Source: an optimization exercise on an open RTL-to-GDS flow (aim: small area and a short achievable clock period). Production flows keep margins and buffers that such runs may drop.
Where RTL was checked, it was by simulation tests only, not by an equivalence proof against the original.
No functional check of the RTL was part of run 8.
Power and IR drop assume default switching activity.

`flow/config.mk`:
```
export PLATFORM = sky130hd
export DESIGN_NAME = mode_banks_top
export DESIGN_NICKNAME = mode_banks_top
export VERILOG_FILES = /design/flow/design.v
export SDC_FILE = /design/flow/constraint.sdc
export NUM_CORES = 4
export LEC_CHECK = 0
export CAP_MARGIN = 20
export CORE_MARGIN = 2
export CORE_UTILIZATION = 40
export SETUP_SLACK_MARGIN = 2.8
export SLEW_MARGIN = 20
export SYNTH_HIERARCHICAL = 1
export SYNTH_MINIMUM_KEEP_SIZE = 0
```
`flow/constraint.sdc`:
```
create_clock -name core_clock -period 5.5 [get_ports {clk}]
set_input_delay 1.1000 -clock core_clock [delete_from_list [all_inputs] [get_ports {clk}]]
set_output_delay 1.1000 -clock core_clock [all_outputs]
set_load 0.01 [all_outputs]
```
`flow/design.v`:
```
`default_nettype none
package mode_regs_pkg;
    localparam int num_modes = 4;
    localparam int mode_idx_w = 2;
    localparam int addr_w = 8;
    localparam int data_w = 16;
    localparam int mode_base_addr = 4;
    localparam int regs_per_mode = 8;
    localparam int mode_stride = 9;
    localparam int reg_sample_count = 0;
    localparam int reg_line_count = 1;
    localparam int reg_h_front_porch = 2;
    localparam int reg_h_sync_length = 3;
    localparam int reg_h_blank = 4;
    localparam int reg_v_front_porch = 5;
    localparam int reg_v_sync_length = 6;
    localparam int reg_v_blank = 7;
    localparam int reg_valid = 8;
endpackage
`default_nettype wire
`default_nettype none
package video_timing_pkg;
    localparam int val_w = 16;
    localparam int cfg_w = 8 * val_w;
    localparam int cfg_sample_count  = 112;
    localparam int cfg_line_count    = 96;
    localparam int cfg_h_front_porch = 80;
    localparam int cfg_h_sync_length = 64;
    localparam int cfg_h_blank       = 48;
    localparam int cfg_v_front_porch = 32;
    localparam int cfg_v_sync_length = 16;
    localparam int cfg_v_blank       = 0;
    localparam int meas_samples = 16;
    localparam int meas_lines   = 0;
    localparam int tim_h_total_minus_one = 112;
    localparam int tim_v_total_minus_one = 96;
    localparam int tim_h_blank           = 80;
    localparam int tim_h_sync_start      = 64;
    localparam int tim_h_sync_end        = 48;
    localparam int tim_v_blank           = 32;
    localparam int tim_v_sync_start      = 16;
    localparam int tim_v_sync_end        = 0;
    localparam logic [cfg_w-1:0] default_mode = {
        16'd1280,   
        16'd720,    
        16'd110,    
        16'd40,     
        16'd370,    
        16'd5,      
        16'd5,      
        16'd30      
    };
endpackage
`default_nettype wire
`timescale 1ns/100ps
`default_nettype none
module mb_aoi21 (
    input  wire a,
    input  wire b,
    input  wire c,
    output wire y
);
    assign y = ~(a | (b & c));
endmodule
module mb_oai21 (
    input  wire a,
    input  wire b,
    input  wire c,
    output wire y
);
    assign y = ~(a & (b | c));
endmodule
module mb_nand2 (
    input  wire a,
    input  wire b,
    output wire y
);
    assign y = ~(a & b);
endmodule
module mb_nor2 (
    input  wire a,
    input  wire b,
    output wire y
);
    assign y = ~(a | b);
endmodule
module mb_xor2 (
    input  wire a,
    input  wire b,
    output wire y
);
    assign y = a ^ b;
endmodule
module mb_xnor2 (
    input  wire a,
    input  wire b,
    output wire y
);
    assign y = ~(a ^ b);
endmodule
module mb_or2 (
    input  wire a,
    input  wire b,
    output wire y
);
    assign y = a | b;
endmodule
module mb_maj3 (
    input  wire a,
    input  wire b,
    input  wire c,
    output wire y
);
    assign y = (a & b) | (a & c) | (b & c);
endmodule
module mb_fa (
    input  wire a,
    input  wire b,
    input  wire c,
    output wire s,
    output wire y
);
    wire x;
    mb_xor2 i_x (.a(a), .b(b), .y(x));
    mb_xor2 i_s (.a(x), .b(c), .y(s));
    mb_maj3 i_y (.a(a), .b(b), .c(c), .y(y));
endmodule
module mb_add16 (
    input  wire [15:0] a,
    input  wire [15:0] b,
    output wire [15:0] s
);
    wire [15:0] g [5];
    wire [15:0] t [5];
    wire [15:0] p;
    for (genvar i = 0; i < 16; i++) begin : g_pg
        mb_nand2 i_g (.a(a[i]), .b(b[i]), .y(g[0][i]));
        mb_nor2  i_t (.a(a[i]), .b(b[i]), .y(t[0][i]));
        mb_xor2  i_p (.a(a[i]), .b(b[i]), .y(p[i]));
    end
    for (genvar k = 1; k <= 4; k++) begin : g_lvl
        localparam int D = 1 << (k - 1);
        for (genvar i = 0; i < 16; i++) begin : g_bit
            if (i < D) begin : g_done
                assign g[k][i] = g[k-1][i];
                assign t[k][i] = t[k-1][i];
            end else begin : g_cell
                localparam int PI = k % 2;
                localparam int J = i - D;
                localparam int NL = J >= 8 ? 4 : J >= 4 ? 3 : J >= 2 ? 2 : J;
                localparam int PL = (1 + ((k - 1) < NL ? (k - 1) : NL)) % 2;
                wire gl = (PL == PI) ? g[k-1][i-D] : ~g[k-1][i-D];
                if (PI == 0) begin : g_aoi
                    mb_aoi21 i_g (.a(g[k-1][i]), .b(t[k-1][i]), .c(gl), .y(g[k][i]));
                    if (i >= 2 * D) begin : g_t
                        mb_nand2 i_t (.a(t[k-1][i]), .b(t[k-1][i-D]), .y(t[k][i]));
                    end else begin : g_nt
                        assign t[k][i] = 1'b0;
                    end
                end else begin : g_oai
                    mb_oai21 i_g (.a(g[k-1][i]), .b(t[k-1][i]), .c(gl), .y(g[k][i]));
                    if (i >= 2 * D) begin : g_t
                        mb_nor2 i_t (.a(t[k-1][i]), .b(t[k-1][i-D]), .y(t[k][i]));
                    end else begin : g_nt
                        assign t[k][i] = 1'b0;
                    end
                end
            end
        end
    end
    assign s[0] = p[0];
    for (genvar i = 1; i < 16; i++) begin : g_sum
        localparam int J = i - 1;
        localparam int NL = J >= 8 ? 4 : J >= 4 ? 3 : J >= 2 ? 2 : J;
        if (((1 + NL) % 2) == 0) begin : g_pos
            mb_xor2  i_s (.a(p[i]), .b(g[4][i-1]), .y(s[i]));
        end else begin : g_neg
            mb_xnor2 i_s (.a(p[i]), .b(g[4][i-1]), .y(s[i]));
        end
    end
endmodule
module timing_calc (
    input  wire [127:0] cfg,
    output wire [127:0] tim
);
    wire [15:0] sc  = cfg[112 +: 16];
    wire [15:0] lc  = cfg[96  +: 16];
    wire [15:0] hfp = cfg[80  +: 16];
    wire [15:0] hsl = cfg[64  +: 16];
    wire [15:0] hb  = cfg[48  +: 16];
    wire [15:0] vfp = cfg[32  +: 16];
    wire [15:0] vsl = cfg[16  +: 16];
    wire [15:0] vb  = cfg[0   +: 16];
    wire [15:0] ht_s, ht_c, vt_s, vt_c, he_s, he_y, ve_s, ve_y;
    for (genvar i = 0; i < 16; i++) begin : g_csa
        mb_xnor2 i_hts (.a(sc[i]), .b(hb[i]), .y(ht_s[i]));
        mb_or2   i_htc (.a(sc[i]), .b(hb[i]), .y(ht_c[i]));
        mb_xnor2 i_vts (.a(lc[i]), .b(vb[i]), .y(vt_s[i]));
        mb_or2   i_vtc (.a(lc[i]), .b(vb[i]), .y(vt_c[i]));
        mb_fa    i_he  (.a(sc[i]), .b(hfp[i]), .c(hsl[i]), .s(he_s[i]), .y(he_y[i]));
        mb_fa    i_ve  (.a(lc[i]), .b(vfp[i]), .c(vsl[i]), .s(ve_s[i]), .y(ve_y[i]));
    end
    wire [15:0] h_total, v_total, h_sync_start, h_sync_end, v_sync_start, v_sync_end;
    mb_add16 i_ht  (.a(ht_s), .b({ht_c[14:0], 1'b0}),.s(h_total));
    mb_add16 i_vt  (.a(vt_s), .b({vt_c[14:0], 1'b0}),.s(v_total));
    mb_add16 i_hss (.a(sc),   .b(hfp),                .s(h_sync_start));
    mb_add16 i_hse (.a(he_s), .b({he_y[14:0], 1'b0}), .s(h_sync_end));
    mb_add16 i_vss (.a(lc),   .b(vfp),                .s(v_sync_start));
    mb_add16 i_vse (.a(ve_s), .b({ve_y[14:0], 1'b0}), .s(v_sync_end));
    assign tim = {h_total, v_total, hb, h_sync_start, h_sync_end, vb, v_sync_start, v_sync_end};
endmodule
`default_nettype wire
`timescale 1ns/100ps
`default_nettype none
module mode_banks_top (
    input  wire          clk,
    input  wire          rst,
    input  wire          reg_write,
    input  wire [23:0]   reg_wr,             
    input  wire          find_mode_req,
    input  wire [31:0]   meas,               
    output wire [3:0]    mode_match_safe,
    output wire          dirty_modes,
    output wire          mode_change,
    output wire          vid_mode_change,
    output wire [127:0]  timing
);
    wire [7:0]  wr_addr = reg_wr[23:16];
    wire [15:0] wr_data = reg_wr[15:0];
    logic [4*128-1:0] cfg;
    logic [3:0]       valid;
    logic [3:0]       dirty;
    logic             dirty_q;
    logic [3:0]       sel;        
    logic [3:0]       last;
    logic             change;
    logic             vchange;
    logic [127:0]     tim;
    logic [3:0]       ld, ldx, ldn, ldxn;
    logic             hold;       
    logic [3:0] hit [9];
    always_comb begin
        for (int m = 0; m < 4; m++) begin
            for (int o = 0; o < 9; o++) begin
                hit[o][m] = reg_write && (wr_addr == 8'(4 + 9 * m + o));
            end
        end
    end
    for (genvar m = 0; m < 4; m++) begin : g_mode
        for (genvar o = 0; o < 8; o++) begin : g_field
            wire        we = hit[o][m] && !valid[m];
            wire [15:0] d;
            wire        wn = !we;
            for (genvar b = 0; b < 16; b++) begin : g_bit
                mb_hold1 i_hold (
                    .we  (we),
                    .wen (wn),
                    .wd  (wr_data[b]),
                    .q   (cfg[m*128 + (7-o)*16 + b]),
                    .d   (d[b])
                );
            end
            always_ff @(posedge clk) begin
                cfg[m*128 + (7-o)*16 +: 16] <= d;
            end
        end
    end
    logic [3:0] valid_n, dirty_n, match_n, sel_n, last_n, keep_n;
    logic       change_n;
    always_comb begin
        for (int m = 0; m < 4; m++) begin
            valid_n[m] = hit[8][m] ? wr_data[0] : valid[m];
            if (hit[8][m] && wr_data[0]) dirty_n[m] = 1'b1;
            else if (change && sel[m])   dirty_n[m] = 1'b0;
            else                         dirty_n[m] = dirty[m];
            match_n[m] = valid[m] &&
                         cfg[m*128 + 112 +: 16] == meas[31:16] &&
                         cfg[m*128 + 96  +: 16] == meas[15:0];
        end
        sel_n[0] = match_n[0];
        sel_n[1] = match_n[1] && !match_n[0];
        sel_n[2] = match_n[2] && !match_n[1] && !match_n[0];
        sel_n[3] = match_n[3] && !match_n[2] && !match_n[1] && !match_n[0];
        last_n = change ? sel : last;
        keep_n = ~last_n | dirty_n;
        change_n = find_mode_req && |(sel_n & keep_n);
    end
    always_ff @(posedge clk or posedge rst) begin
        if (rst) begin
            valid   <= '0;
            dirty   <= '0;
            dirty_q <= 1'b0;
            sel     <= '0;
            last    <= '0;
            change  <= 1'b0;
            vchange <= 1'b0;
            ld      <= '0;
            ldn     <= '1;
            hold    <= 1'b1;
        end else begin
            valid   <= valid_n;
            dirty   <= dirty_n;
            dirty_q <= |dirty;
            sel     <= sel_n;
            last    <= last_n;
            change  <= change_n;
            vchange <= change;
            ld      <= sel_n & {4{change_n}};
            ldn     <= ~(sel_n & {4{change_n}});
            hold    <= !change_n;
        end
    end
    always_ff @(posedge clk) begin
        ldx  <= sel_n & {4{change_n}};
        ldxn <= ~(sel_n & {4{change_n}});
    end
    logic [127:0] c;
    always_comb begin
        c[127:96] = '0;
        c[95:64]  = '0;
        c[63:32]  = '1;
        c[31:0]   = '1;
        for (int m = 0; m < 4; m++) begin
            c[127:96] = c[127:96] | ({32{ld[m]}}  & cfg[m*128 + 96 +: 32]);
            c[95:64]  = c[95:64]  | ({32{ldx[m]}} & cfg[m*128 + 64 +: 32]);
            c[63:32]  = c[63:32]  & ({32{ldn[m]}}  | cfg[m*128 + 32 +: 32]);
            c[31:0]   = c[31:0]   & ({32{ldxn[m]}} | cfg[m*128 +: 32]);
        end
    end
    wire [127:0] tim_n;
    timing_calc i_timing_calc (.cfg(c), .tim(tim_n));
    localparam logic [127:0] tim_rst = {
        16'd1649, 16'd749, 16'd370, 16'd1390, 16'd1430, 16'd30, 16'd725, 16'd730
    };
    wire         ld_any = !hold;
    wire [127:0] tim_d;
    for (genvar b = 0; b < 128; b++) begin : g_tim
        mb_hold1 i_hold (
            .we  (ld_any),
            .wen (hold),
            .wd  (tim_n[b]),
            .q   (tim[b]),
            .d   (tim_d[b])
        );
    end
    always_ff @(posedge clk or posedge rst) begin
        if (rst) begin
            tim <= tim_rst;
        end else begin
            tim <= tim_d;
        end
    end
    assign mode_match_safe = sel;
    assign dirty_modes     = dirty_q;
    assign mode_change     = change;
    assign vid_mode_change = vchange;
    assign timing          = tim;
endmodule
module mb_hold1 (
    input  wire we,
    input  wire wen,
    input  wire wd,
    input  wire q,
    output wire d
);
    assign d = (we & wd) | (wen & q);
endmodule
`default_nettype wire
```
`flow/run.sh`:
```
#!/bin/bash
# synth_recipe.tcl (not shown) runs the flow's synth.tcl, then flattens the netlist and writes it again
# the make line also repeats each setting of config.mk as NAME=value (left out here)
make -C /OpenROAD-flow-scripts/flow DESIGN_CONFIG=/design/flow/config.mk WORK_HOME=/design/flow/orfs CLKGATE_MAP_FILE= SYNTH_SCRIPT=/design/flow/synth_recipe.tcl finish
```
==> reports/qor.yml, run 1 <==
run_status: "no timing/DRC/antenna violations"
syn_area_sq_um: 31100
start_util_pct: 40.3
drv_cap: 0
cp_num_buf_inv: 2
die_h_um: 283
clkTransAtPathRegs_ps: 70
grtUsageMet3_pct: 3.86
grt_first_pass_wirelength_um: 165000
core_sq_um: 77200
ir_worst_vdd_mv: 0.196
wl_per_cell_um: 23.9
path_class: "reg -> reg"
post-route-period-util_pct: 52.9
grt-ovfl-total: 0
clock_sinks: 676
grt_usage_pct: 26.4
drt_pass1_iterations: 5
wirelength_um: 112000
worstPathCellList: "buf_12 -> buf_12 -> a22oi_2 -> nand2_4 -> xor2_1 -> xor2_1 -> nand2_1 -> o21ai_2 -> a21oi_2 -> o21ai_1 -> a21oi_2 -> xnor2_1 -> a22o_1"
required_ps: 5990
htreeDepth: 3
max_slew_margin_pct: 25.6
max_freq_mhz: 344
use_met2_pct: 40.0
startpoint_type: "flip-flop"
power_frac_comb_pct: 4.2
final_core_util_pct: 53.3
vias_per_cell: 5.91
slew_violations: 0
yosysWarnings: 9
die-area_sq_um: 80100
critPathTopFamily: "compound AO/OA/AOI/OAI gates"
cpMaxStageDelayCell: "dfrtp_2"
skew_ps: 30.4
place_inst: 4296
ant_nets: 0
io_pins: 195
top_usage_layer: "met2"
pwr-share-clk_pct: 47.8
numCtsBuffers: 74
hp-class: "reg -> reg"
finalHoldViolations: 0
synthCells: 3118
final_cell_area_sq_um: 41200
place.gp.congestion: 0.968
finalNonFillerCells: 4661
seq_power_share_pct: 48.0
rsz0062_at_grt: "true"
antenna_found_initial: 4
tns_ps: 0
power.leakage_uw: 0.0174
clkLatencyLatePin_ps: 630
drive_gt1_share_pct: 29.3
cts_hold_buf: 0
hpwl_um: 71100
fin_nets: 3617
die_w_um: 283
p_sw_uw: 2510
final_common_cell: "a22o_1"
cts_max_path_buffers: 3
drc: 0
grt_max_degree: 87
post-route-min-period_ps: 2910
rows: 102
layout.cells.most_common_list: "641 x a22o_1, 513 x dfxtp_1, 226 x xor2_1"
cts_tree: "built"
setup_viol: 0
post_synth.cell_area_avg_sq_um: 9.99
switching_share_pct: 23.3
slowest_delay_ps: 440
internal_power_uw: 8250
power_density_nw_per_um2: 261
io_buffers: 194
placedInstanceArea_sq_um: 34200
end_kind: "flip-flop"
dr_total_vias: 27500
arrival_ps: 3400
drt_iter0_drc: 2900
worst-slew-pin-transition_ps: 1120
cts-root-buf: "clkbuf_16"
grt_pass1_vias: 26100
met1_usage_pct: 37.9
syn_to_final_growth_pct: 32.2
cp_max_fo: 5
[sequential cells by signal, indices dropped and copies added, names as in the netlist]
name and flops:
cfg 512, tim 128, dirty 4, last 4, ld 4, ldn 4, ldx 4, ldxn 4
sel 4, valid 4, change 1, dirty_q 1, hold 1, vchange 1
[per-layer routing]
metal  part of all wire [%]  vias up
met4                    4.1        0
met1                     44    13500
met2                     44     1263
met5                      0        -
met3                    8.2      238
li1                       -    12600
[worst reg2reg max path, delay by kind of cell (launching register included)]
family                 cells  cell delay, ps
XOR/XNOR                   3             660
AND/OR/NAND/NOR            2             320
AO/OA/AOI/OAI              6            1080
buffers and inverters      2             290
flip-flops                 1             440
[through the flow]
| step | hold slack [ps] | worst slack (ps) | power (uW) |
|---|---|---|---|
| 3_5_place_dp | 453 | 1530 | 5690 |
| 4_1_cts | 472 | 2520 | 10800 |
| 3_3_place_gp | 452 | 1550 | 5680 |
| 6_report | 468 | 2590 | 10800 |
| 5_1_grt | 481 | 2550 | 11100 |
| 2_1_floorplan | 434 | 2380 | 5450 |
[path summary, 6_finish.rpt]
path                       cells after the start  startpoint       end  slack, ps
max                                           13       ld[3]   tim[59]       2590
min                                            1    cfg[133]  cfg[133]        470
max reg2reg                                   13       ld[3]   tim[59]       2590
min reg2reg                                    1    cfg[133]  cfg[133]        470
max in group asynchronous                      3         rst   tim[96]       3510
min in group asynchronous                      2         rst  tim[115]        940
[layout make-up]
class                      instances  area (sq um)
antenna                            6          15.0
clock buffer                     109          2190
fill                            6784         36100
tap                             1040          1300
inverter                          66           397
multi-input combinational       2296         18400
clock inverter                    25           303
timing repair buffer             438          4060
sequential                       676         14400
timing repair inverter             5          30.0
[power by group through the flow]
stage | Clock [uW] | Sequential (uW) | Combinational, uW
final | 5140 | 5160 | 450
after CTS | 5190 | 5160 | 436
after global placement | 0 | 5260 | 426
after detailed placement | 0 | 5260 | 432
after global routing | 5410 | 5180 | 473
after floorplan | 0 | 5230 | 216
[what timing repair did]
action / 4_1_cts / 5_1_grt
pin swaps: 108 / 76
resized for setup: 461 / 245
setup endpoints to repair: 654 / 506
setup buffers: 154 / 61
cloned: 5 / 5
==> run 2, diff against run 1 <==
--- a/flow/config.mk
+++ b/flow/config.mk
@@ -8,7 +8,7 @@
 export CAP_MARGIN = 20
 export CORE_MARGIN = 2
 export CORE_UTILIZATION = 40
-export SETUP_SLACK_MARGIN = 2.8
+export SETUP_SLACK_MARGIN = 2.5
 export SLEW_MARGIN = 20
 export SYNTH_HIERARCHICAL = 1
 export SYNTH_MINIMUM_KEEP_SIZE = 0
==> reports/qor.yml, run 2 <==
clock_sinks: 676  # unchanged
dr_total_vias: 26500  # was 27500
largest_reg_flops: 512  # unchanged
arrival_ps: 3540  # was 3400 ps
place.gp.congestion: 0.926  # was 0.968
tns_ps: 0  # unchanged
wl_met3_um: 7210  # was 9180 um
yosysWarnings: 9  # unchanged
drc: 0  # unchanged
finalHoldViolations: 0  # unchanged
rows: 102  # unchanged
io_pins: 195  # unchanged
die_h_um: 283  # unchanged
topRoutingLayerUsed: "met5"  # was met4
regToRegSetupSlack_ps: 2450  # was 2590 ps
io_buffers: 194  # unchanged
cts-root-buf: "clkbuf_16"  # unchanged
layout.cells.most_common_list: "641 x a22o_1, 513 x dfxtp_1, 243 x xor2_1"  # was 641 x a22o_1, 513 x dfxtp_1, 226 x xor2_1
placedInstanceArea_sq_um: 34200  # about the same
holdWs_ps: 468  # about the same
internal_power_uw: 8340  # was 8250 uW
p_sw_uw: 2520  # was 2510 uW
fin_nets: 3466  # was 3617
setup_viol: 0  # unchanged
grt-ovfl-total: 0  # unchanged
die-area_sq_um: 80100  # unchanged
pwr-share-clk_pct: 48.3  # was 47.8%
end_kind: "flip-flop"  # unchanged
route.met2.wl_um: 48000  # was 49100 um
cts_max_path_buffers: 3  # unchanged
drt-met1-wl_um: 48000  # was 48700 um
reg2reg_from: "ld[2]"  # was ld[3]
antenna_cells: 0  # was 6
slew_violations: 0  # unchanged
htreeDepth: 3  # unchanged
final_common_cell: "a22o_1"  # unchanged
wirelength_um: 107000  # was 112000 um
grt_first_pass_wirelength_um: 158000  # was 165000 um
drt_iter0_drc: 2365  # was 2900
hold_start: "cfg[154]"  # was cfg[133]
required_ps: 5990  # about the same
drive_gt1_share_pct: 18.9  # was 29.3%
path_class: "reg -> reg"  # unchanged
syn_to_final_growth_pct: 22.8  # was 32.2%
start_util_pct: 40.3  # unchanged
clkTransAtPathRegs_ps: 60  # was 70 ps
switching_share_pct: 23.2  # was 23.3%
post-route-min-period_ps: 3050  # was 2910 ps
cts_tree: "built"  # unchanged
clkLatencyLatePin_ps: 630  # about the same
power_frac_comb_pct: 4.2  # about the same
min_to: "cfg[154]"  # was cfg[133]
seq_power_share_pct: 47.5  # was 48.0%
rr_endpoint: "tim[63]"  # was tim[59]
max_slew_margin_pct: 24.6  # was 25.6%
hpwl_um: 71200  # was 71100 um
startpoint_type: "flip-flop"  # unchanged
reg_top3: "cfg x512, tim x128"  # unchanged
hold_path_depth: 1  # unchanged
drt_pass1_iterations: 5  # unchanged
worst-slew-pin-transition_ps: 1130  # was 1120 ps
numCtsBuffers: 75  # was 74
post_synth.cell_area_avg_sq_um: 9.99  # unchanged
grt_usage_pct: 25.4  # was 26.4%
reg2reg_depth: 12  # was 13
vias_per_cell: 5.87  # was 5.91
synthCells: 3118  # unchanged
ir_worst_vdd_mv: 0.227  # was 0.196 mV
post-route-period-util_pct: 55.4  # was 52.9%
hp-class: "reg -> reg"  # unchanged
cp_max_fo: 10  # was 5
ant_nets: 0  # unchanged
syn_area_sq_um: 31100  # unchanged
die_w_um: 283  # unchanged
regMostFlops: "cfg"  # unchanged
drv_cap: 0  # unchanged
skew_ps: 22.5  # was 30.4 ps
wl_per_cell_um: 23.7  # was 23.9 um
power.leakage_uw: 0.0156  # was 0.0174 uW
final_cell_area_sq_um: 38200  # was 41200 sq um
antenna_found_initial: 2  # was 4
grt_pass1_vias: 25000  # was 26100
grt_max_degree: 74  # was 87
core_sq_um: 77200  # unchanged
power_density_nw_per_um2: 284  # was 261 nW/um^2
run_status: "no timing/DRC/antenna violations"  # unchanged
rsz0062_at_grt: "true"  # unchanged
max_freq_mhz: 328  # was 344 MHz
fill_cells: 7183  # was 6784
[run 2: power by group through the flow]
| stage | clock network [uW] | registers [uW] | logic [uW] |
|---|---|---|---|
| final | 5250 | 5160 | 453 |
| after global routing | 5520 | 5170 | 476 |
| after CTS | 5320 | 5150 | 440 |
| after detailed placement | 0 | 5250 | 435 |
| after global placement | 0 | 5250 | 428 |
| after floorplan | 0 | 5230 | 212 |
[run 2: worst max path at each step]
stage,from,end,depth (start not counted)
6_report,ld[2],tim[63],12
2_1_floorplan,hold,tim[0],2
5_1_grt,ld[3],tim[62],12
4_1_cts,ld[3],tim[10],13
3_5_place_dp,reg_wr[20],cfg[50],8
3_3_place_gp,reg_wr[20],cfg[28],8
[run 2: stage by stage]
stage,util (%),worst slack [ps],instances,total power (uW)
detailed placement,44.4,1300,4318,5690
finish,49.5,2450,4507,10900
global placement,44.4,1320,4318,5680
global route,49.5,2320,4507,11200
floorplan,-,2380,3125,5440
CTS,48.5,2480,4472,10900
[run 2: layout make-up]
class                           count  area, sq um  area share, %
Multi-Input combinational cell   2294        16800           44.0
Sequential cell                   676        14400           37.7
Timing Repair Buffer              289         2710           7.10
Clock buffer                      111         2290           5.99
Tap cell                         1040         1300           3.40
Inverter                           66          377          0.985
Clock inverter                     27          294          0.769
Timing Repair inverter              4         28.8         0.0752
[run 2: critical path, cell delays in order (launching register included)]
cell and delay (ps):
dfrtp_4 570, buf_6 190, a22oi_1 370, nand2_2 290
xor2_1 260, xor2_1 320, nor2_1 100, nor2_1 160
nand2_1 90, nor2_1 130, a21oi_2 80, xnor2_1 130
a22o_1 210
[run 2: per-layer routing]
layer / vias up / global-route usage, %
met4: 4 / 8.34
met2: 970 / 39.5
li1: 12300 / -
met3: 174 / 3.49
met5: - / 0
met1: 13100 / 36.1
[run 2: repair_timing]
item                                    4_1_cts  5_1_grt
setup buffers                                15       32
gates resized for setup                     148      122
pin swaps                                     5        4
gates cloned                                  1        3
hold buffers                                  0        0
endpoints found under the setup margin      548      509
==> run 3, diff against run 2 <==
--- a/flow/design.v
+++ b/flow/design.v
@@ -271,7 +271,7 @@
         for (int m = 0; m < 4; m++) begin
             valid_n[m] = hit[8][m] ? wr_data[0] : valid[m];
             if (hit[8][m] && wr_data[0]) dirty_n[m] = 1'b1;
-            else if (change && sel[m])   dirty_n[m] = 1'b0;
+            else if (ld[m])              dirty_n[m] = 1'b0;
             else                         dirty_n[m] = dirty[m];
             match_n[m] = valid[m] &&
                          cfg[m*128 + 112 +: 16] == meas[31:16] &&
@@ -281,7 +281,7 @@
         sel_n[1] = match_n[1] && !match_n[0];
         sel_n[2] = match_n[2] && !match_n[1] && !match_n[0];
         sel_n[3] = match_n[3] && !match_n[2] && !match_n[1] && !match_n[0];
-        last_n = change ? sel : last;
+        last_n = hold ? last : ld;
         keep_n = ~last_n | dirty_n;
         change_n = find_mode_req && |(sel_n & keep_n);
     end
@@ -304,7 +304,7 @@
             sel     <= sel_n;
             last    <= last_n;
             change  <= change_n;
-            vchange <= change;
+            vchange <= !hold;
             ld      <= sel_n & {4{change_n}};
             ldn     <= ~(sel_n & {4{change_n}});
             hold    <= !change_n;
==> flow/flow/run.sh (new file) <==
#!/bin/bash
# The standard layout, except that the port buffers are buf_2 cells
# rather than the resizer's default pick (a slow delay buffer); repair may
# still resize them. Everything else is the standard flow unchanged.
set -euo pipefail
export BUFFER_PORTS_ARGS="-buffer_cell sky130_fd_sc_hd__buf_2"
bash standard.sh > standard.log 2>&1
==> flow/standard.sh (new file) <==
#!/bin/bash
# synth_recipe.tcl (not shown) runs the flow's synth.tcl, then flattens the netlist and writes it again
# the make line also repeats each setting of config.mk as NAME=value (left out here)
make -C /OpenROAD-flow-scripts/flow DESIGN_CONFIG=/design/flow/config.mk WORK_HOME=/design/flow/orfs CLKGATE_MAP_FILE= SYNTH_SCRIPT=/design/flow/synth_recipe.tcl "${@:-finish}"
--- a/flow/config.mk
+++ b/flow/config.mk
@@ -8,6 +8,8 @@
 export CAP_MARGIN = 20
 export CORE_MARGIN = 2
 export CORE_UTILIZATION = 40
+export CTS_CLUSTER_DIAMETER = 85
+export CTS_CLUSTER_SIZE = 28
 export SETUP_SLACK_MARGIN = 2.5
 export SLEW_MARGIN = 20
 export SYNTH_HIERARCHICAL = 1
removed: flow/run.sh
==> reports/qor.yml, run 3 <==
run_status: "no timing/DRC/antenna violations"  # unchanged
setup_viol: 0  # unchanged
place_inst: 4317  # was 4318
cts_max_path_buffers: 3  # unchanged
drt_iter0_drc: 2453  # was 2365
report.power.total_uw: 8920  # was 10900 uW
post_synth.cell_area_avg_sq_um: 9.98  # was 9.99 sq um
syn_to_final_growth_pct: 15.3  # was 22.8%
pre_cts_slack_ps: 1790  # was 1300 ps
drc: 0  # unchanged
internal_power_uw: 6670  # was 8340 uW
regMostFlops: "cfg"  # unchanged
syn_area_sq_um: 31300  # was 31100 sq um
final_cell_area_sq_um: 36100  # was 38200 sq um
hp-class: "reg -> reg"  # unchanged
die_w_um: 284  # was 283 um
regToRegSetupSlack_ps: 2550  # was 2450 ps
fin_nets: 3435  # was 3466
clkTransAtPathRegs_ps: 110  # was 60 ps
clock_sinks: 676  # unchanged
post-route-min-period_ps: 2990  # was 3050 ps
grt_max_degree: 106  # was 74
cts_tree: "built"  # unchanged
drive_gt1_share_pct: 22.3  # was 18.9%
arrival_ps: 3440  # was 3540 ps
finalHoldViolations: 0  # unchanged
final_common_cell: "a22o_1"  # unchanged
startpoint_type: "input port"  # was flip-flop
seq_power_share_pct: 57.8  # was 47.5%
power.leakage_uw: 0.0153  # was 0.0156 uW
post-route-period-util_pct: 54.4  # was 55.4%
power_density_nw_per_um2: 247  # was 284 nW/um^2
numCtsBuffers: 37  # was 75
grt_first_pass_wirelength_um: 155000  # was 158000 um
yosysWarnings: 9  # unchanged
drt_pass1_iterations: 6  # was 5
rows: 102  # unchanged
finalNonFillerCells: 4444  # was 4507
die_h_um: 284  # was 283 um
required_ps: 5940  # was 5990 ps
max_slew_margin_pct: 25.8  # was 24.6%
die-area_sq_um: 80400  # was 80100 sq um
dr_total_vias: 26000  # was 26500
switching_share_pct: 25.3  # was 23.2%
reg_top3: "cfg x512, tim x128"  # unchanged
htreeDepth: 2  # was 3
end_kind: "flip-flop"  # unchanged
p_sw_uw: 2250  # was 2520 uW
vias_per_cell: 5.86  # was 5.87
grt_pass1_vias: 24400  # was 25000
cts-root-buf: "clkbuf_16"  # unchanged
largest_reg_flops: 512  # unchanged
clkLatencyLatePin_ps: 620  # was 630 ps
io_buffers: 194  # unchanged
path_class: "in -> reg"  # was reg -> reg
ir_worst_vdd_mv: 0.187  # was 0.227 mV
worst-slew-pin-transition_ps: 1110  # was 1130 ps
antenna_found_initial: 6  # was 2
placedInstanceArea_sq_um: 33400  # was 34200 sq um
drv_cap: 0  # unchanged
wl_per_cell_um: 23.4  # was 23.7 um
finalWorstSetupSlack_ps: 2510  # was 2450 ps
tns_ps: 0  # unchanged
hpwl_um: 70400  # was 71200 um
max_freq_mhz: 334  # was 328 MHz
core_sq_um: 77500  # was 77200 sq um
start_util_pct: 40.4  # was 40.3%
layout.cells.most_common_list: "640 x a22o_1, 520 x dfxtp_1, 231 x xor2_1"  # was 641 x a22o_1, 513 x dfxtp_1, 243 x xor2_1
skew_ps: 38.9  # was 22.5 ps
synthCells: 3133  # was 3118
pwr-share-clk_pct: 37.5  # was 48.3%
ant_nets: 0  # unchanged
slew_violations: 0  # unchanged
grt_usage_pct: 24.6  # was 25.4%
wirelength_um: 104000  # was 107000 um
power_frac_comb_pct: 4.7  # was 4.2%
place.gp.congestion: 0.898  # was 0.926
cts_hold_buf: 0  # unchanged
rsz0062_at_grt: "true"  # unchanged
grt-ovfl-total: 0  # unchanged
cp_max_fo: 4  # was 10
io_pins: 195  # unchanged
## run 3: cell type report
| cell class | count | area (sq um) |
|---|---|---|
| diodes | 2 | 5.00 |
| clock buffers | 46 | 1020 |
| clock inverters | 20 | 262 |
| fillers | 7376 | 41400 |
| inverters | 64 | 280 |
| multi-input cells | 2292 | 16800 |
| flip-flops and latches | 676 | 14400 |
| well taps | 1040 | 1300 |
| repair buffers | 303 | 1930 |
| repair inverters | 1 | 7.51 |
## run 3: routing by layer
layer,GRT usage (%),up-vias,share of wire (%)
met1,36.2,12800,46
met5,0,-,0.035
met2,37.7,923,44
met3,3.95,135,7.2
met4,5.93,6,2.4
li1,-,12100,-
## run 3: timing repair
action,4_1_cts,5_1_grt
endpoints found under the setup margin,85,215
cloned,0,1
resized for setup,71,141
buffers inserted,18,40
pin swaps,6,21
## run 3: final timing paths
path                                from       end  depth (start not counted)
worst max register to register     ld[3]   tim[62]                         12
worst min-delay path            cfg[324]  cfg[324]                          1
worst max-delay path             meas[8]   ldxn[1]                          7
worst min register to register  cfg[324]  cfg[324]                          1
min in group asynchronous            rst  tim[119]                          3
max in group asynchronous            rst   tim[63]                          4
## run 3: power groups by stage
stage	logic [uW]	clock network, uW	registers, uW
finish	416	3350	5160
global route	445	3600	5180
CTS	412	3420	5150
detailed placement	410	0	5260
global placement	406	0	5260
floorplan	227	0	5230
## run 3: metrics by stage
step           hold WS [ps]  utilization, %
3_5_place_dp            453            43.1
6_report                479            46.5
3_3_place_gp            453            43.1
4_1_cts                 481            45.3
2_1_floorplan           434               -
5_1_grt                 492            46.5
## run 3: worst max-delay path, stage by stage
cell     delay [ps]
buf_2           140
xnor2_1         290
nand4_1         180
nor4_1          630
nand3_1         190
nor2_1          660
nand3_1         240
==> run 4, diff against run 3 <==
--- a/flow/config.mk
+++ b/flow/config.mk
@@ -8,8 +8,6 @@
 export CAP_MARGIN = 20
 export CORE_MARGIN = 2
 export CORE_UTILIZATION = 40
-export CTS_CLUSTER_DIAMETER = 85
-export CTS_CLUSTER_SIZE = 28
 export SETUP_SLACK_MARGIN = 2.5
 export SLEW_MARGIN = 20
 export SYNTH_HIERARCHICAL = 1
==> reports/qor.yml, run 4 <==
cts_max_path_buffers: 3  # unchanged
arrival_ps: 3440  # about the same
dr_total_vias: 26400  # was 26000
drv_cap: 0  # unchanged
cpMaxStageDelayCell: "nor3_1"  # was nor2_1
ir_worst_vdd_mv: 0.195  # was 0.187 mV
synthCells: 3133  # unchanged
final_common_cell: "a22o_1"  # unchanged
clkLatencyLatePin_ps: 630  # was 620 ps
regMostFlops: "cfg"  # unchanged
ant_nets: 0  # unchanged
start_util_pct: 40.4  # unchanged
hold_path_depth: 1  # unchanged
drc: 0  # unchanged
power_density_nw_per_um2: 295  # was 247 nW/um^2
vias_per_cell: 5.85  # was 5.86
grt_usage_pct: 25.0  # was 24.6%
required_ps: 5950  # was 5940 ps
rr_endpoint: "tim[61]"  # was tim[62]
worstPathCellList: "buf_2 -> xnor2_1 -> nand4_1 -> nor3_1 -> nor4b_1 -> a221o_2 -> a22o_4 -> nand3_1"  # was buf_2 -> xnor2_1 -> nand4_1 -> nor4_1 -> nand3_1 -> nor2_1 -> nand3_1
skew_ps: 26.8  # was 38.9 ps
finalWorstSetupSlack_ps: 2520  # was 2510 ps
end_kind: "flip-flop"  # unchanged
core_sq_um: 77500  # unchanged
cts_tree: "built"  # unchanged
post_synth.cell_area_avg_sq_um: 9.98  # unchanged
grt_first_pass_wirelength_um: 157000  # was 155000 um
rows: 102  # unchanged
min_to: "cfg[410]"  # was cfg[324]
tns_ps: 0  # unchanged
die-area_sq_um: 80400  # unchanged
path_class: "in -> reg"  # unchanged
fill_cells: 7214  # was 7376
multiInputGateArea_sq_um: 16900  # was 16800 sq um
setup_viol: 0  # unchanged
report.power.total_uw: 11000  # was 8920 uW
grt_max_degree: 106  # unchanged
numCtsBuffers: 76  # was 37
drive_gt1_share_pct: 23.8  # was 22.3%
hp-class: "reg -> reg"  # unchanged
syn_to_final_growth_pct: 19.7  # was 15.3%
wirelength_um: 105000  # was 104000 um
slowest_delay_ps: 790  # was 660 ps
io_pins: 195  # unchanged
layout.cells.most_common_list: "640 x a22o_1, 520 x dfxtp_1, 230 x nand2_1"  # was 640 x a22o_1, 520 x dfxtp_1, 231 x xor2_1
cts-root-buf: "clkbuf_16"  # unchanged
register_area_sq_um: 14400  # unchanged
reg_top3: "cfg x512, tim x128"  # unchanged
run_status: "no timing/DRC/antenna violations"  # unchanged
reg2reg_depth: 12  # unchanged
grt-ovfl-total: 0  # unchanged
wl_per_cell_um: 23.3  # was 23.4 um
power.leakage_uw: 0.0159  # was 0.0153 uW
cts_hold_buf: 0  # unchanged
worst-slew-pin-transition_ps: 1110  # about the same
finalHoldViolations: 0  # unchanged
htreeDepth: 3  # was 2
syn_area_sq_um: 31300  # unchanged
die_w_um: 284  # unchanged
max_slew_margin_pct: 26.3  # was 25.8%
die_h_um: 284  # unchanged
final_core_util_pct: 48.3  # was 46.5%
io_buffers: 194  # unchanged
reg2reg_from: "ld[3]"  # unchanged
slew_violations: 0  # unchanged
hpwl_um: 70400  # unchanged
rsz0062_at_grt: "true"  # unchanged
drt_iter0_drc: 2546  # was 2453
clock_sinks: 676  # unchanged
clkTransAtPathRegs_ps: 60  # was 110 ps
post-route-period-util_pct: 54.2  # was 54.4%
fin_nets: 3466  # was 3435
grt_pass1_vias: 24900  # was 24400
antenna_found_initial: 6  # unchanged
hold_start: "cfg[410]"  # was cfg[324]
startpoint_type: "input port"  # unchanged
largest_reg_flops: 512  # unchanged
drt_pass1_iterations: 6  # unchanged
cp_max_fo: 10  # was 4
post-route-min-period_ps: 2980  # was 2990 ps
yosysWarnings: 9  # unchanged
place.gp.congestion: 0.898  # unchanged
max_freq_mhz: 335  # was 334 MHz
regToRegSetupSlack_ps: 2580  # was 2550 ps
pre_cts_slack_ps: 1790  # unchanged
-- run 4: power breakdown --
group / leakage, uW / internal [uW] / switching [uW]
registers: 0.00616 / 5060 / 99.8
logic: 0.00843 / 169 / 249
clock network: 0.00132 / 3300 / 2160
total: 0.0159 / 8530 / 2510
-- run 4: layout make-up --
cell class,count,share of cell area [%]
antenna,4,0.0267
clock buffer,113,6.36
clock inverter,27,0.903
inverter,64,0.749
multi-input combinational,2292,45.1
sequential,676,38.5
tap,1040,3.48
timing repair buffer,296,4.89
-- run 4: worst max-delay path: cells and delay by family --
| kind | cells | cell delay [ps] |
|---|---|---|
| and+or+nand+nor | 4 | 1470 |
| AOI/OAI and AO/OA | 2 | 440 |
| xor gates and xnor gates | 1 | 270 |
| buffers and inverters | 1 | 150 |
-- run 4: repair_timing --
item                       CTS  global route
pin swaps                   13            17
setup buffers               22            29
setup endpoints to repair   82           219
gates resized for setup     89           125
-- run 4: worst max path at each step --
| stage | slack (ps) | to | start | cells past startpoint |
|---|---|---|---|---|
| 5_1_grt | 2440 | tim[15] | ld[3] | 13 |
| 3_3_place_gp | 1790 | tim[63] | ld[3] | 12 |
| 2_1_floorplan | 2330 | tim[0] | hold | 2 |
| 6_report | 2520 | ldxn[0] | meas[28] | 8 |
| 4_1_cts | 2480 | tim[63] | ld[0] | 12 |
| 3_5_place_dp | 1790 | tim[63] | ld[3] | 12 |
-- run 4: per-stage QoR --
step           hold slack [ps]  cell area [sq um]  instances
6_report                   468              37400       4512
5_1_grt                    479              37400       4508
4_1_cts                    472              36600       4479
3_5_place_dp               453              33400       4317
3_3_place_gp               453              33400       4317
2_1_floorplan              434              31300       3140
-- run 4: layer usage --
metal | vias up | wire length, um | global-route usage, %
met1 | 13000 | 47800 | 36.3
met5 | - | 22 | 0
met3 | 141 | 8670 | 4.26
met2 | 1050 | 46400 | 38.4
li1 | 12200 | - | -
met4 | 4 | 2370 | 6.71
==> run 5, diff against run 4 <==
--- a/flow/config.mk
+++ b/flow/config.mk
@@ -8,6 +8,8 @@
 export CAP_MARGIN = 20
 export CORE_MARGIN = 2
 export CORE_UTILIZATION = 40
+export CTS_CLUSTER_DIAMETER = 80
+export CTS_CLUSTER_SIZE = 24
 export SETUP_SLACK_MARGIN = 2.5
 export SLEW_MARGIN = 20
 export SYNTH_HIERARCHICAL = 1
==> reports/qor.yml, run 5 <==
run_status: "no timing/DRC/antenna violations"  # unchanged
io_buffers: 194  # unchanged
hold_path_depth: 1  # unchanged
drv_cap: 0  # unchanged
clkTransAtPathRegs_ps: 100  # was 60 ps
pwr-share-clk_pct: 38.8  # was 49.5%
grt_max_degree: 106  # unchanged
yosysWarnings: 9  # unchanged
regToRegSetupSlack_ps: 2620  # was 2580 ps
grt_usage_pct: 24.7  # was 25.0%
start_util_pct: 40.4  # unchanged
fin_nets: 3433  # was 3466
layout.cells.most_common_list: "640 x a22o_1, 520 x dfxtp_1, 229 x nand2_1"  # was 640 x a22o_1, 520 x dfxtp_1, 230 x nand2_1
die_h_um: 284  # unchanged
grt-ovfl-total: 0  # unchanged
placedInstanceArea_sq_um: 33400  # unchanged
die-area_sq_um: 80400  # unchanged
hold_start: "cfg[195]"  # was cfg[410]
regMostFlops: "cfg"  # unchanged
hpwl_um: 70400  # unchanged
place.gp.congestion: 0.898  # unchanged
clock_sinks: 676  # unchanged
rr_endpoint: "tim[13]"  # was tim[61]
finalHoldViolations: 0  # unchanged
post-route-period-util_pct: 53.6  # was 54.2%
wirelength_um: 104000  # was 105000 um
rsz0062_at_grt: "true"  # unchanged
startpoint_type: "input port"  # unchanged
hp-class: "reg -> reg"  # unchanged
grt_first_pass_wirelength_um: 155000  # was 157000 um
htreeDepth: 2  # was 3
die_w_um: 284  # unchanged
seq_power_share_pct: 56.7  # was 46.8%
drive_gt1_share_pct: 22.3  # was 23.8%
power.leakage_uw: 0.0153  # was 0.0159 uW
post_synth.cell_area_avg_sq_um: 9.98  # unchanged
clkLatencyLatePin_ps: 630  # about the same
min_to: "cfg[195]"  # was cfg[410]
max_slew_margin_pct: 26.8  # was 26.3%
slew_violations: 0  # unchanged
required_ps: 6010  # was 5950 ps
ant_nets: 0  # unchanged
power_frac_comb_pct: 4.6  # was 3.8%
reg_top3: "cfg x512, tim x128"  # unchanged
drc: 0  # unchanged
internal_power_uw: 6810  # was 8530 uW
syn_area_sq_um: 31300  # unchanged
drt_iter0_drc: 2564  # was 2546
dr_total_vias: 26100  # was 26400
synthCells: 3133  # unchanged
vias_per_cell: 5.87  # was 5.85
skew_ps: 52.7  # was 26.8 ps
largest_reg_flops: 512  # unchanged
final_common_cell: "a22o_1"  # unchanged
drt_pass1_iterations: 6  # unchanged
grt_pass1_vias: 24600  # was 24900
worst-slew-pin-transition_ps: 1100  # was 1110 ps
path_class: "in -> reg"  # unchanged
syn_to_final_growth_pct: 15.4  # was 19.7%
ir_worst_vdd_mv: 0.182  # was 0.195 mV
tns_ps: 0  # unchanged
arrival_ps: 3460  # was 3440 ps
holdWs_ps: 477  # was 468 ps
final_cell_area_sq_um: 36100  # was 37400 sq um
cts_max_path_buffers: 3  # unchanged
rows: 102  # unchanged
wl_per_cell_um: 23.3  # about the same
setup_viol: 0  # unchanged
post-route-min-period_ps: 2950  # was 2980 ps
numCtsBuffers: 42  # was 76
p_sw_uw: 2290  # was 2510 uW
antenna_found_initial: 6  # unchanged
cts_tree: "built"  # unchanged
reg2reg_depth: 11  # was 12
power_density_nw_per_um2: 252  # was 295 nW/um^2
cp_max_fo: 10  # unchanged
switching_share_pct: 25.1  # was 22.8%
max_freq_mhz: 339  # was 335 MHz
core_sq_um: 77500  # unchanged
cts-root-buf: "clkbuf_16"  # unchanged
end_kind: "flip-flop"  # unchanged
reg2reg_from: "ld[3]"  # unchanged
cts_hold_buf: 0  # unchanged
io_pins: 195  # unchanged
[run 5: power by group through the flow]
stage | logic (uW) | clock network [uW] | registers, uW
final | 417 | 3530 | 5160
after global routing | 445 | 3790 | 5170
after CTS | 412 | 3610 | 5150
after detailed placement | 410 | 0 | 5260
after global placement | 406 | 0 | 5260
after floorplan | 227 | 0 | 5230
[run 5: worst max path at each step]
stage              end     start  depth (start not counted)
5_1_grt        tim[13]     ld[3]                         11
2_1_floorplan   tim[0]      hold                          2
4_1_cts        tim[63]     ld[3]                         12
6_report         ld[2]  meas[31]                          8
3_3_place_gp   tim[63]     ld[3]                         12
3_5_place_dp   tim[63]     ld[3]                         12
[run 5: final cells by class]
| type | instances | area, sq um |
|---|---|---|
| Fill cell | 7376 | 41400 |
| Multi-Input combinational cell | 2292 | 16800 |
| Sequential cell | 676 | 14400 |
| Timing Repair Buffer | 296 | 1840 |
| Tap cell | 1040 | 1300 |
| Clock buffer | 51 | 1100 |
| Clock inverter | 24 | 317 |
| Inverter | 64 | 280 |
| Timing Repair inverter | 1 | 7.51 |
| Antenna cell | 3 | 7.51 |
[run 5: worst max-delay path, stage by stage]
cell       delay (ps)
buf_2             160
xor2_1            200
nor4_1            430
nand4_1           290
nor3_4            520
o2111ai_2         200
a22o_4            330
and3_1            210
[run 5: metal layers]
| layer | vias up | share of wire [%] | GRT usage [%] |
|---|---|---|---|
| met2 | 967 | 44 | 38.1 |
| met4 | 6 | 2.1 | 5.48 |
| met1 | 12900 | 46 | 36.1 |
| li1 | 12100 | - | - |
| met3 | 131 | 7.4 | 4.03 |
| met5 | - | 0.033 | 0 |
[run 5: repair_timing]
action	CTS	global route
pin swaps	11	28
hold endpoints to repair	0	0
endpoints found under the setup margin	83	215
setup buffers	22	29
gates resized for setup	81	131
cloned	0	1
[run 5: per-stage QoR]
step           setup WS (ps)  utilization (%)  power (uW)  std cells
2_1_floorplan           2330                -        5460       3140
3_3_place_gp            1790             43.1        5660       4317
3_5_place_dp            1790             43.1        5670       4317
4_1_cts                 2490             45.5        9170       4414
5_1_grt                 2440             46.6        9410       4444
6_report                2550             46.6        9100       4447
==> run 6, diff against run 5 <==
--- a/flow/config.mk
+++ b/flow/config.mk
@@ -10,7 +10,7 @@
 export CORE_UTILIZATION = 40
 export CTS_CLUSTER_DIAMETER = 80
 export CTS_CLUSTER_SIZE = 24
-export SETUP_SLACK_MARGIN = 2.5
+export SETUP_SLACK_MARGIN = 2.3
 export SLEW_MARGIN = 20
 export SYNTH_HIERARCHICAL = 1
 export SYNTH_MINIMUM_KEEP_SIZE = 0
==> reports/qor.yml, run 6 <==
drt_pass1_iterations: 6  # unchanged
cp_num_buf_inv: 1  # unchanged
grt_first_pass_wirelength_um: 154000  # was 155000 um
required_ps: 6000  # was 6010 ps
arrival_ps: 3600  # was 3460 ps
synthCells: 3133  # unchanged
route.met2.wl_um: 45300  # was 45900 um
clkLatencyLatePin_ps: 610  # was 630 ps
grt-ovfl-total: 0  # unchanged
hpwl_um: 70600  # was 70400 um
worst-slew-pin-transition_ps: 1120  # was 1100 ps
clkTransAtPathRegs_ps: 100  # about the same
final_common_cell: "a22o_1"  # unchanged
max_slew_margin_pct: 25.2  # was 26.8%
holdWs_ps: 476  # was 477 ps
end_kind: "flip-flop"  # unchanged
worstPathCellList: "buf_2 -> xnor2_1 -> nand4_1 -> nor4_1 -> nand3_1 -> a221o_2 -> a22o_4 -> and3_1"  # was buf_2 -> xor2_1 -> nor4_1 -> nand4_1 -> nor3_4 -> o2111ai_2 -> a22o_4 -> and3_1
slowest_delay_ps: 740  # was 520 ps
yosysWarnings: 9  # unchanged
place.gp.congestion: 0.910  # was 0.898
run_status: "no timing/DRC/antenna violations"  # unchanged
reg_top3: "cfg x512, tim x128"  # unchanged
power.leakage_uw: 0.0150  # was 0.0153 uW
hp-class: "reg -> reg"  # unchanged
io_buffers: 194  # unchanged
htreeDepth: 2  # unchanged
startpoint_type: "input port"  # unchanged
antenna_found_initial: 7  # was 6
ir_worst_vdd_mv: 0.200  # was 0.182 mV
grt_pass1_vias: 24400  # was 24600
cts-root-buf: "clkbuf_16"  # unchanged
die_w_um: 284  # unchanged
rows: 102  # unchanged
post-route-period-util_pct: 56.4  # was 53.6%
setup_viol: 0  # unchanged
cts_tree: "built"  # unchanged
drc: 0  # unchanged
ant_nets: 0  # unchanged
syn_to_final_growth_pct: 13.1  # was 15.4%
slew_violations: 0  # unchanged
post_synth.cell_area_avg_sq_um: 9.98  # unchanged
layout.cells.most_common_list: "640 x a22o_1, 517 x dfxtp_1, 259 x nor2_1"  # was 640 x a22o_1, 520 x dfxtp_1, 229 x nand2_1
report.power.total_uw: 9070  # was 9100 uW
fill_cells: 7402  # was 7376
drt_iter0_drc: 2291  # was 2564
cp_max_fo: 10  # unchanged
drive_gt1_share_pct: 18.8  # was 22.3%
wirelength_um: 103000  # was 104000 um
topRoutingLayerUsed: "met5"  # unchanged
final_core_util_pct: 45.7  # was 46.6%
clock_sinks: 676  # unchanged
drt-met1-wl_um: 47700  # was 48000 um
fin_nets: 3403  # was 3433
grt_usage_pct: 24.5  # was 24.7%
wl_met3_um: 7400  # was 7630 um
regMostFlops: "cfg"  # unchanged
place_inst: 4324  # was 4317
grt_max_degree: 78  # was 106
core_sq_um: 77500  # unchanged
tns_ps: 0  # unchanged
io_pins: 195  # unchanged
cpMaxStageDelayCell: "nor4_1"  # was nor3_4
numCtsBuffers: 41  # was 42
start_util_pct: 40.4  # unchanged
die_h_um: 284  # unchanged
syn_area_sq_um: 31300  # unchanged
drv_cap: 0  # unchanged
skew_ps: 27.5  # was 52.7 ps
vias_per_cell: 5.83  # was 5.87
path_class: "in -> reg"  # unchanged
dr_total_vias: 25800  # was 26100
cts_max_path_buffers: 3  # unchanged
finalNonFillerCells: 4417  # was 4447
rsz0062_at_grt: "true"  # unchanged
post-route-min-period_ps: 3100  # was 2950 ps
finalHoldViolations: 0  # unchanged
largest_reg_flops: 512  # unchanged
wl_per_cell_um: 23.3  # about the same
max_freq_mhz: 322  # was 339 MHz
critPathTopFamily: "simple AND/OR/NAND/NOR gates"  # unchanged
die-area_sq_um: 80400  # unchanged
power_density_nw_per_um2: 256  # was 252 nW/um^2
run 6: worst reg2reg max path, cell delays in order (launching register included):
cell and delay (ps):
dfrtp_4 610, buf_4 270, a22oi_1 230, nand2_2 210, maj3_2 390, nor2_1 310, o21ai_2 130, a21oi_2 250
o21ai_2 130, a21oi_2 150, xnor2_1 80, a22o_1 200
run 6: per-layer routing:
metal	GRT usage, %	vias to the layer above
met5	0	-
met4	6.31	4
met3	2.94	146
met2	37.6	935
met1	36.3	12600
li1	-	12100
run 6: report_power, final:
part           leakage (uW)  switching (uW)  internal (uW)
logic               0.00820             251            169
clock network      0.000669            1910           1590
registers           0.00616            98.3           5060
total                0.0150            2260           6810
run 6: worst paths after layout:
kind	start	end	slack [ps]	depth (start not counted)
min in group asynchronous	rst	tim[115]	550	3
worst max register to register	ld[1]	tim[15]	2420	11
max in group asynchronous	rst	ld[1]	3730	4
worst max-delay path	meas[10]	ld[1]	2400	8
worst min-delay path	cfg[139]	cfg[139]	480	1
worst min register to register	cfg[139]	cfg[139]	480	1
run 6: what timing repair did:
action / CTS / global route
gates resized for setup: 33 / 69
hold buffers: 0 / 0
setup buffers: 0 / 16
setup endpoints to repair: 67 / 230
pin swaps: 0 / 5
run 6: area by class of cell:
class | instances | area, sq um | share of cell area [%]
Multi-Input combinational cell | 2292 | 16400 | 46.4
Sequential cell | 676 | 14400 | 40.8
Timing Repair Buffer | 268 | 1570 | 4.45
Tap cell | 1040 | 1300 | 3.68
Clock buffer | 53 | 1120 | 3.18
Inverter | 64 | 269 | 0.761
Clock inverter | 19 | 265 | 0.750
Antenna cell | 5 | 12.5 | 0.0354
run 6: metrics by stage:
stage	cell area, sq um	worst slack, ps
2_1_floorplan	31300	2330
3_3_place_gp	33500	1680
3_5_place_dp	33500	1680
4_1_cts	34900	2300
5_1_grt	35400	2280
6_report	35400	2400
==> run 7, diff against run 6 <==
--- a/flow/config.mk
+++ b/flow/config.mk
@@ -10,7 +10,7 @@
 export CORE_UTILIZATION = 40
 export CTS_CLUSTER_DIAMETER = 80
 export CTS_CLUSTER_SIZE = 24
-export SETUP_SLACK_MARGIN = 2.3
+export SETUP_SLACK_MARGIN = 2.65
 export SLEW_MARGIN = 20
 export SYNTH_HIERARCHICAL = 1
 export SYNTH_MINIMUM_KEEP_SIZE = 0
==> reports/qor.yml, run 7 <==
final_common_cell: "a22o_1"  # unchanged
grt_pass1_vias: 24800  # was 24400
clkTransAtPathRegs_ps: 100  # about the same
max_slew_margin_pct: 25.0  # was 25.2%
grt_max_degree: 78  # unchanged
largest_reg_flops: 512  # unchanged
cts-root-buf: "clkbuf_16"  # unchanged
wl_per_cell_um: 23.6  # was 23.3 um
place.gp.congestion: 0.924  # was 0.910
arrival_ps: 3480  # was 3600 ps
rsz0062_at_grt: "true"  # unchanged
vias_per_cell: 5.85  # was 5.83
path_class: "reg -> reg"  # was in -> reg
finalHoldViolations: 0  # unchanged
drt_pass1_iterations: 5  # was 6
cts_max_path_buffers: 3  # unchanged
clock_sinks: 676  # unchanged
io_pins: 195  # unchanged
rows: 102  # unchanged
register_area_sq_um: 14400  # about the same
grt_usage_pct: 25.2  # was 24.5%
hpwl_um: 70800  # was 70600 um
die_w_um: 284  # unchanged
htreeDepth: 2  # unchanged
die_h_um: 284  # unchanged
setup_viol: 0  # unchanged
numCtsBuffers: 41  # unchanged
end_kind: "flip-flop"  # unchanged
power_density_nw_per_um2: 242  # was 256 nW/um^2
final_cell_area_sq_um: 37600  # was 35400 sq um
regMostFlops: "cfg"  # unchanged
required_ps: 6000  # about the same
tns_ps: 0  # unchanged
wirelength_um: 107000  # was 103000 um
cts_hold_buf: 0  # unchanged
dr_total_vias: 26400  # was 25800
drt_iter0_drc: 2689  # was 2291
grt-ovfl-total: 0  # unchanged
post_synth.cell_area_avg_sq_um: 9.98  # unchanged
io_buffers: 194  # unchanged
finalWorstSetupSlack_ps: 2530  # was 2400 ps
synthCells: 3133  # unchanged
post-route-min-period_ps: 2970  # was 3100 ps
placedInstanceArea_sq_um: 33400  # was 33500 sq um
antenna_found_initial: 5  # was 7
run_status: "no timing/DRC/antenna violations"  # unchanged
max_freq_mhz: 336  # was 322 MHz
multiInputGateArea_sq_um: 17700  # was 16400 sq um
start_util_pct: 40.4  # unchanged
post-route-period-util_pct: 54.1  # was 56.4%
die-area_sq_um: 80400  # unchanged
drc: 0  # unchanged
slew_violations: 0  # unchanged
grt_first_pass_wirelength_um: 157000  # was 154000 um
worst-slew-pin-transition_ps: 1130  # was 1120 ps
fin_nets: 3500  # was 3403
drv_cap: 0  # unchanged
ir_worst_vdd_mv: 0.195  # was 0.200 mV
syn_area_sq_um: 31300  # unchanged
final_core_util_pct: 48.5  # was 45.7%
clkLatencyLatePin_ps: 620  # was 610 ps
startpoint_type: "flip-flop"  # was input port
yosysWarnings: 9  # unchanged
syn_to_final_growth_pct: 20.1  # was 13.1%
power.leakage_uw: 0.0159  # was 0.0150 uW
ant_nets: 0  # unchanged
cts_tree: "built"  # unchanged
fill_cells: 7269  # was 7402
reg_top3: "cfg x512, tim x128"  # unchanged
cp_max_fo: 8  # was 10
pre_cts_slack_ps: 1550  # was 1680 ps
skew_ps: 34.3  # was 27.5 ps
hp-class: "reg -> reg"  # unchanged
drive_gt1_share_pct: 28.2  # was 18.8%
holdWs_ps: 477  # was 476 ps
layout.cells.most_common_list: "640 x a22o_1, 518 x dfxtp_1, 209 x nand2_1"  # was 640 x a22o_1, 517 x dfxtp_1, 259 x nor2_1
core_sq_um: 77500  # unchanged
==> run 7: changes by cell type in the layout (fill, tap and decap cells not counted), sizes merged <==
cell,before,now
buf,268,365
clkinv,5,6
inv,69,62
clkinvlp,8,12
diode,5,3
==> run 7: stage by stage <==
step,power (uW),cells
CTS,9140,4459
finish,9110,4510
global route,9370,4507
global placement,5670,4313
detailed placement,5670,4313
floorplan,5460,3140
==> run 7: worst max-delay path, stage by stage, from the launching register on <==
cell     delay [ps]
dfrtp_4         590
buf_4           220
a22oi_2         280
nand2_4         170
xor2_2          190
xor2_2          310
nand2_1         190
o21ai_2         230
a21oi_2         100
o21ai_1         170
a21oi_2          50
xnor2_1         150
a22o_1          210
==> run 7: final timing paths <==
kind	end	slack, ps	from	depth (start not counted)
hold reg to reg	cfg[392]	480	cfg[392]	1
min in group asynchronous	tim[83]	580	rst	3
max in group asynchronous	ld[2]	3830	rst	4
hold / removal	cfg[392]	480	cfg[392]	1
setup reg to reg	tim[15]	2530	ld[2]	12
setup / recovery	tim[15]	2530	ld[2]	12
==> run 7: power by group <==
group	switching, uW	internal, uW	total, uW
Combinational	259	170	429
Sequential	103	5060	5160
Clock	1930	1590	3520
==> run 7: metal layers <==
metal  vias up  routed length (um)  GRT usage (%)
met5         -                  23              0
met4         4                2930           7.82
met3       149                8680           5.16
met2      1023               46200           37.1
met1     13000               48800           36.9
li1      12200                   -              -
==> run 7: area by class of cell <==
cell class                      instances  share of cell area [%]
Antenna cell                            3                  0.0200
Clock buffer                           53                    2.99
Clock inverter                         17                   0.703
Inverter                               64                   0.843
Multi-Input combinational cell       2292                    47.0
Sequential cell                       676                    38.4
Tap cell                             1040                    3.46
Timing Repair Buffer                  365                    6.59
==> run 7: what timing repair did <==
item | in CTS | in global routing
buffers inserted | 76 | 48
setup endpoints to repair | 519 | 438
resized for setup | 194 | 216
pin swaps | 44 | 60
==> run 8, diff against run 7 <==
--- a/flow/design.v
+++ b/flow/design.v
@@ -197,8 +197,8 @@
         mb_or2   i_htc (.a(sc[i]), .b(hb[i]), .y(ht_c[i]));
         mb_xnor2 i_vts (.a(lc[i]), .b(vb[i]), .y(vt_s[i]));
         mb_or2   i_vtc (.a(lc[i]), .b(vb[i]), .y(vt_c[i]));
-        mb_fa    i_he  (.a(sc[i]), .b(hfp[i]), .c(hsl[i]), .s(he_s[i]), .y(he_y[i]));
-        mb_fa    i_ve  (.a(lc[i]), .b(vfp[i]), .c(vsl[i]), .s(ve_s[i]), .y(ve_y[i]));
+        mb_fa    i_he  (.a(hfp[i]), .b(hsl[i]), .c(sc[i]), .s(he_s[i]), .y(he_y[i]));
+        mb_fa    i_ve  (.a(vfp[i]), .b(vsl[i]), .c(lc[i]), .s(ve_s[i]), .y(ve_y[i]));
     end
     wire [15:0] h_total, v_total, h_sync_start, h_sync_end, v_sync_start, v_sync_end;
     mb_add16 i_ht  (.a(ht_s), .b({ht_c[14:0], 1'b0}),.s(h_total));
@@ -267,6 +267,7 @@
     end
     logic [3:0] valid_n, dirty_n, match_n, sel_n, last_n, keep_n;
     logic       change_n;
+    logic [3:0] load_n;
     always_comb begin
         for (int m = 0; m < 4; m++) begin
             valid_n[m] = hit[8][m] ? wr_data[0] : valid[m];
@@ -283,7 +284,8 @@
         sel_n[3] = match_n[3] && !match_n[2] && !match_n[1] && !match_n[0];
         last_n = hold ? last : ld;
         keep_n = ~last_n | dirty_n;
-        change_n = find_mode_req && |(sel_n & keep_n);
+        load_n   = sel_n & keep_n & {4{find_mode_req}};
+        change_n = |load_n;
     end
     always_ff @(posedge clk or posedge rst) begin
         if (rst) begin
@@ -305,14 +307,14 @@
             last    <= last_n;
             change  <= change_n;
             vchange <= !hold;
-            ld      <= sel_n & {4{change_n}};
-            ldn     <= ~(sel_n & {4{change_n}});
+            ld      <= load_n;
+            ldn     <= ~load_n;
             hold    <= !change_n;
         end
     end
     always_ff @(posedge clk) begin
-        ldx  <= sel_n & {4{change_n}};
-        ldxn <= ~(sel_n & {4{change_n}});
+        ldx  <= load_n;
+        ldxn <= ~load_n;
     end
     logic [127:0] c;
     always_comb begin
--- a/flow/config.mk
+++ b/flow/config.mk
@@ -8,9 +8,7 @@
 export CAP_MARGIN = 20
 export CORE_MARGIN = 2
 export CORE_UTILIZATION = 40
-export CTS_CLUSTER_DIAMETER = 80
-export CTS_CLUSTER_SIZE = 24
-export SETUP_SLACK_MARGIN = 2.65
+export SETUP_SLACK_MARGIN = 2.5
 export SLEW_MARGIN = 20
 export SYNTH_HIERARCHICAL = 1
 export SYNTH_MINIMUM_KEEP_SIZE = 0
==> reports/qor.yml, run 8 <==
io_buffers: 194  # unchanged
grt-ovfl-total: 0  # unchanged
wl_met3_um: 8580  # was 8680 um
fin_nets: 3436  # was 3500
cp_max_fo: 17  # was 8
max_slew_margin_pct: 31.2  # was 25.0%
place.gp.congestion: 0.913  # was 0.924
finalWorstSetupSlack_ps: 2460  # was 2530 ps
core_sq_um: 77300  # was 77500 sq um
post_synth.cell_area_avg_sq_um: 9.99  # was 9.98 sq um
clkTransAtPathRegs_ps: 60  # was 100 ps
dr_total_vias: 26400  # about the same
drt_iter0_drc: 2537  # was 2689
worstPathCellList: "buf_2 -> or3b_1 -> or3_1 -> nor2_1 -> nand2_1 -> buf_4 -> inv_1 -> a22o_1"  # was buf_4 -> a22oi_2 -> nand2_4 -> xor2_2 -> xor2_2 -> nand2_1 -> o21ai_2 -> a21oi_2 -> o21ai_1 -> a21oi_2 -> xnor2_1 -> a22o_1
ir_worst_vdd_mv: 0.217  # was 0.195 mV
largest_reg_flops: 512  # unchanged
wirelength_um: 106000  # was 107000 um
arrival_ps: 3610  # was 3480 ps
syn_to_final_growth_pct: 19.4  # was 20.1%
vias_per_cell: 5.89  # was 5.85
grt_max_degree: 96  # was 78
die_h_um: 283  # was 284 um
startpoint_type: "input port"  # was flip-flop
post-route-min-period_ps: 3040  # was 2970 ps
drv_cap: 0  # unchanged
drt_pass1_iterations: 8  # was 5
cp_num_buf_inv: 3  # was 1
grt_pass1_vias: 25000  # was 24800
grt_first_pass_wirelength_um: 158000  # was 157000 um
start_util_pct: 40.3  # was 40.4%
slew_violations: 0  # unchanged
reg_top3: "cfg x512, tim x128"  # unchanged
power_density_nw_per_um2: 293  # was 242 nW/um^2
critPathTopFamily: "simple AND/OR/NAND/NOR gates"  # was compound AO/OA/AOI/OAI gates
drc: 0  # unchanged
finalHoldViolations: 0  # unchanged
cts_hold_buf: 0  # unchanged
die_w_um: 283  # was 284 um
clock_sinks: 676  # unchanged
max_freq_mhz: 329  # was 336 MHz
setup_viol: 0  # unchanged
hp-class: "in -> async"  # was reg -> reg
pre_cts_slack_ps: 1680  # was 1550 ps
drt-met1-wl_um: 47200  # was 48800 um
die-area_sq_um: 80200  # was 80400 sq um
run_status: "no timing/DRC/antenna violations"  # unchanged
numCtsBuffers: 76  # was 41
rows: 102  # unchanged
yosysWarnings: 9  # unchanged
skew_ps: 24.6  # was 34.3 ps
final_common_cell: "a22o_1"  # unchanged
cpMaxStageDelayCell: "inv_1"  # was dfrtp_4
tns_ps: 0  # unchanged
cts_max_path_buffers: 3  # unchanged
ant_nets: 0  # unchanged
synthCells: 3121  # was 3133
end_kind: "flip-flop"  # unchanged
rsz0062_at_grt: "true"  # unchanged
power.leakage_uw: 0.0162  # was 0.0159 uW
syn_area_sq_um: 31200  # was 31300 sq um
io_pins: 195  # unchanged
layout.cells.most_common_list: "640 x a22o_1, 514 x dfxtp_1, 295 x xor2_1"  # was 640 x a22o_1, 518 x dfxtp_1, 209 x nand2_1
path_class: "in -> reg"  # was reg -> reg
clkLatencyLatePin_ps: 630  # was 620 ps
drive_gt1_share_pct: 23.4  # was 28.2%
slowest_delay_ps: 510  # was 590 ps
cts-root-buf: "clkbuf_16"  # unchanged
worst-slew-pin-transition_ps: 1030  # was 1130 ps
post-route-period-util_pct: 55.3  # was 54.1%
wl_per_cell_um: 23.6  # about the same
route.met2.wl_um: 47200  # was 46200 um
hpwl_um: 70300  # was 70800 um
grt_usage_pct: 25.4  # was 25.2%
required_ps: 6060  # was 6000 ps
antenna_found_initial: 5  # unchanged
htreeDepth: 3  # was 2
regMostFlops: "cfg"  # unchanged
topRoutingLayerUsed: "met5"  # unchanged
cts_tree: "built"  # unchanged
[run 8: metal layers]
| layer | up-vias | global-route usage [%] |
|---|---|---|
| met1 | 13000 | 35.9 |
| met4 | 10 | 7.67 |
| met3 | 162 | 4.56 |
| met5 | - | 0 |
| li1 | 12200 | - |
| met2 | 1062 | 39.3 |
[run 8: repair_timing]
item                                    CTS  global route
endpoints found under the setup margin  355           433
hold endpoints to repair                  0             0
buffers inserted                         10            41
pin swaps                                 1            13
gates resized for setup                  67           162
[run 8: worst register-to-register path, cell delays in order, from the launching register on]
cell	delay [ps]
dfrtp_4	560
buf_4	230
a22oi_1	210
nand2_2	190
maj3_2	380
nor2_1	250
o21ai_2	120
a21oi_2	250
o21ai_2	130
a21oi_2	200
xnor2_1	100
a22o_1	200
[run 8: report_power, final]
part | leakage, uW | internal (uW) | switching, uW
clock network | 0.00129 | 3190 | 2140
registers | 0.00617 | 5060 | 96.3
logic | 0.00870 | 159 | 255
[run 8: cell type report]
| cell class | count | area, sq um |
|---|---|---|
| fillers | 7278 | 40100 |
| diodes | 8 | 20.0 |
| inverters | 64 | 324 |
| flip-flops and latches | 676 | 14400 |
| clock buffers | 112 | 2290 |
| well taps | 1040 | 1300 |
| multi-input cells | 2293 | 16800 |
| clock inverters | 27 | 333 |
| repair buffers | 265 | 1710 |
[run 8: worst paths after layout]
kind	from	endpoint	slack [ps]	cells past startpoint
max in group asynchronous	rst	ld[0]	4150	3
worst min register to register	cfg[166]	cfg[166]	470	1
min in group core_clock	cfg[166]	cfg[166]	470	1
worst min-delay path	rst	tim[115]	400	2
worst max register to register	ld[2]	tim[15]	2550	11
worst max-delay path	reg_wr[22]	cfg[100]	2460	8
[run 8: metrics by stage]
| step | total power, uW | util [%] | cell area, sq um | instances | hold WS, ps |
|---|---|---|---|---|---|
| 5_1_grt | 11200 | 48.1 | 37200 | 4477 | 393 |
| 4_1_cts | 11000 | 46.8 | 36200 | 4436 | 366 |
| 2_1_floorplan | 5440 | - | 31300 | 3128 | 431 |
| 3_3_place_gp | 5650 | 43.0 | 33200 | 4287 | 452 |
| 6_report | 10900 | 48.2 | 37200 | 4485 | 403 |
| 3_5_place_dp | 5660 | 43.0 | 33200 | 4287 | 454 |
